This is an optimization exercise on Yosys and OpenROAD, whose aim is small area, a short achievable clock period and few clock cycles per item, not a production implementation.
Power is estimated from default activity; no workload was simulated.

## multi_page_shelf_rect_allocator
module multi_page_shelf_rect_allocator #(
   parameter int PAGE_SIZE = 1024,
   parameter int MAX_PAGES = 8
) (
   input  logic        clock,
   input  logic        reset,
   input  logic        req_tvalid,
   output logic        req_tready,
   input  logic [23:0] req_tdata,
   output logic        rsp_tvalid,
   input  logic        rsp_tready,
   output logic [47:0] rsp_tdata,
   output logic [1:0]  rsp_tuser,
   input  logic        csr_tvalid,
   output logic        csr_tready,
   input  logic [7:0]  csr_tdata
);
   localparam int DW = mpsra_pkg::DIM_W;
   localparam int RW = mpsra_pkg::RECT_W;
   localparam int SW = mpsra_pkg::PSUM_W;
   localparam int PW = mpsra_pkg::POS_W;
   localparam int IW = mpsra_pkg::PIDX_W;
   localparam int TW = mpsra_pkg::TOTAL_W;
   localparam int AW = mpsra_pkg::AREA_W;
   localparam logic [SW:0] LIMIT = (SW + 1)'(PAGE_SIZE);
   localparam logic [DW-1:0] FULL = DW'(PAGE_SIZE);
   function automatic logic le(input logic [DW-1:0] a, input logic [DW-1:0] b);
      le = 1'b1;
      for (int i = 0; i < DW; i++) begin
         if (a[i] != b[i]) le = b[i];
      end
   endfunction
   function automatic logic le3(input logic [DW-1:0] a, input logic [DW-1:0] b,
                                input logic [DW-1:0] c);
      logic [DW+1:0] x, y, z, s, k, d;
      x = {2'b00, a};
      y = {2'b00, b};
      z = ~{2'b00, c};
      s = x ^ y ^ z;
      k = {(x[DW:0] & y[DW:0]) | (x[DW:0] & z[DW:0]) | (y[DW:0] & z[DW:0]), 1'b0};
      d = s + k;
  ...
Settings: LEC_CHECK=0, CAP_MARGIN=20, CORE_MARGIN=2, CORE_UTILIZATION=40, SETUP_SLACK_MARGIN=4, SLEW_MARGIN=20; clock period 10.0 ns.
run.sh (not shown) runs the stock make flow with config.mk's settings and CLKGATE_MAP_FILE= SYNTH_SCRIPT=/design/flow/synth_recipe.tcl, a recipe that flattens the netlist after the stock synthesis.
Next try:
--- a/flow/design.v
+++ b/flow/design.v
@@ -112,24 +112,26 @@
    logic [SW-1:0] pw_sum, ph_sum;
    logic          empty, too_big;
    logic [MAX_PAGES-1:0] pend_ff;
    logic [DW-1:0]        sx_ff, st_ff, sb_ff, sw_ff, sh_ff;
    logic          ov_ff;
    logic [TW-1:0] acc_ff, total;
-   logic [DW+PW-HW-1:0] ohi_ff;
+   logic [PW+HW-1:0] olo_ff;
+   logic [DW+HW-1:0] ohi_ff;
    logic [1:0]    ost_ff;
+   logic          oplaced;
    logic                   go, placed, pend_any;
    logic [MAX_PAGES-1:0]   fit, fit_cell, tried, sel, keep, load;
    logic [DW-1:0]          room_x0 [MAX_PAGES];
    logic [DW-1:0]          room_t0 [MAX_PAGES];
    logic [DW-1:0]          room_b [MAX_PAGES];
    logic [DW-1:0]          rx_sel, rt_sel, rb_sel;
    logic [1:0]             st_sel;
-   localparam int HW = 4;
+   localparam int HW = PW / 2;
    logic [PW+HW-1:0]       n_lo;
-   logic [DW+PW-HW-1:0]    n_hi;
+   logic [DW+HW-1:0]       n_hi;
    logic [DW-1:0]          p_room_x, p_room_t, p_room_b;
    logic [DW:0]            p_sum;
    logic                   p_taller;
    logic                   p_shelf_ok, p_fit;
    logic [DW-1:0]          p_room_x0, p_room_t0;
    logic                   p_tried;
@@ -228,52 +230,56 @@
       end
       placed = (cls1_ff == mpsra_pkg::STATUS_PLACED) && (|fit);
       if (cls1_ff != mpsra_pkg::STATUS_PLACED) st_sel = cls1_ff;
       else if (|fit) st_sel = mpsra_pkg::STATUS_PLACED;
       else st_sel = mpsra_pkg::STATUS_FULL;
       n_lo = pw1_ff[PW-1:0] * ph1_ff[HW-1:0];
-      if (pw1_ff[PW]) n_hi = {ph1_ff, {(PW-HW){1'b0}}};
-      else if (ph1_ff[PW]) n_hi = {pw1_ff, {(PW-HW){1'b0}}};
-      else n_hi = (DW + PW - HW)'(pw1_ff[PW-1:0] * ph1_ff[PW-1:HW]);
+      if (pw1_ff[PW]) n_hi = {ph1_ff, {HW{1'b0}}};
+      else if (ph1_ff[PW]) n_hi = {pw1_ff, {HW{1'b0}}};
+      else n_hi = (DW + HW)'(pw1_ff[PW-1:0] * ph1_ff[PW-1:HW]);
    end
    always_ff @(posedge clock) begin
       if (reset) begin
          pend_ff <= '0;
       end else if (adv) begin
          pend_ff <= go ? sel : '0;
       end
       if (adv) begin
-         sx_ff <= placed ? rx_sel : DW'(pad_ff);
-         st_ff <= placed ? rt_sel : DW'(pad_ff);
+         sx_ff <= rx_sel;
+         st_ff <= rt_sel;
          sb_ff <= rb_sel;
          sw_ff <= pw1_ff;
          sh_ff <= ph1_ff;
       end
    end
    always_ff @(posedge clock) begin
       if (reset) begin
          ov_ff <= 1'b0;
          acc_ff <= '0;
+         olo_ff <= '0;
          ohi_ff <= '0;
       end else if (adv) begin
          ov_ff <= v1_ff;
          if (v1_ff) begin
-            acc_ff <= placed ? total + TW'(n_lo) : total;
-            ohi_ff <= placed ? n_hi : '0;
+            acc_ff <= total;
+            olo_ff <= n_lo;
+            ohi_ff <= n_hi;
          end
       end
       if (adv && v1_ff) begin
          ost_ff <= st_sel;
       end
    end
    logic [PW-1:0] rsp_x, rsp_y;
    logic [IW-1:0] rsp_pg;
-   assign total = acc_ff + TW'({ohi_ff, {HW{1'b0}}});
-   always_comb begin
-      rsp_x = PW'(pad_ff) - sx_ff[PW-1:0];
-      rsp_y = PW'(pad_ff) - st_ff[PW-1:0];
+   assign oplaced = (ost_ff == mpsra_pkg::STATUS_PLACED);
+   assign total = acc_ff + (oplaced ? TW'(olo_ff) : '0)
+                  + (oplaced ? TW'({ohi_ff, {HW{1'b0}}}) : '0);
+   always_comb begin
+      rsp_x = oplaced ? PW'(pad_ff) - sx_ff[PW-1:0] : '0;
+      rsp_y = oplaced ? PW'(pad_ff) - st_ff[PW-1:0] : '0;
       rsp_pg = '0;
       for (int i = 0; i < MAX_PAGES; i++) begin
          if (pend_ff[i]) rsp_pg = rsp_pg | IW'(i);
       end
    end
    assign rsp_tvalid = ov_ff;
Result: Setup slack got worse by 220 ps. Synthesized cell count decreases slightly. Global-route usage shrinks by 1.1 points. Routed wire length fell by a few percent. Non-clock buffer count rises by 2. Maximum frequency decreases by a few percent. Final cell count went down slightly. Final area decreases slightly. Hold slack gets worse by 15 ps. Count of clock-buffer cells in the layout grows by 8. Clock skew increases by 5.4 ps. First-iteration DRC count goes down by a few percent. Utilization increases by 0.39 points. Combinational power went down by roughly a tenth.
No functional check of the RTL was part of any run of this note.

-- afterwards: timing with drivers on the ports --
No port has a modelled driver above. Below, the same layouts with a new extraction and two added sets of constraints. Step 1, drivers: a clkbuf_16 drives clock and a buf_2 each remaining input, both assumed. Step 2 times the ports against the registers' clock, not the clock port: input delays grow and output delays shrink by t, the midpoint of the rising clock arrivals with the driver on. Slacks: ideal ports / drivers / drivers and shift; pairs: ideal ports / drivers.
run | shift t [ns] | slack for setup (ns) | latest minus earliest clock arrival (ns) | worst slew at a driven data input, ns
the first run | 0.689 | 4.104 / 4.067 / 3.475 | 0.029 / 0.029 | 0.05
the second run | 0.673 | 3.885 / 3.820 / 3.470 | 0.035 / 0.035 | 0.04
After both steps every run listed still meets setup and hold. For the first run, which loses most, drivers alone change the setup slack by -0.037 ns; drivers and shift together by -0.629 ns.
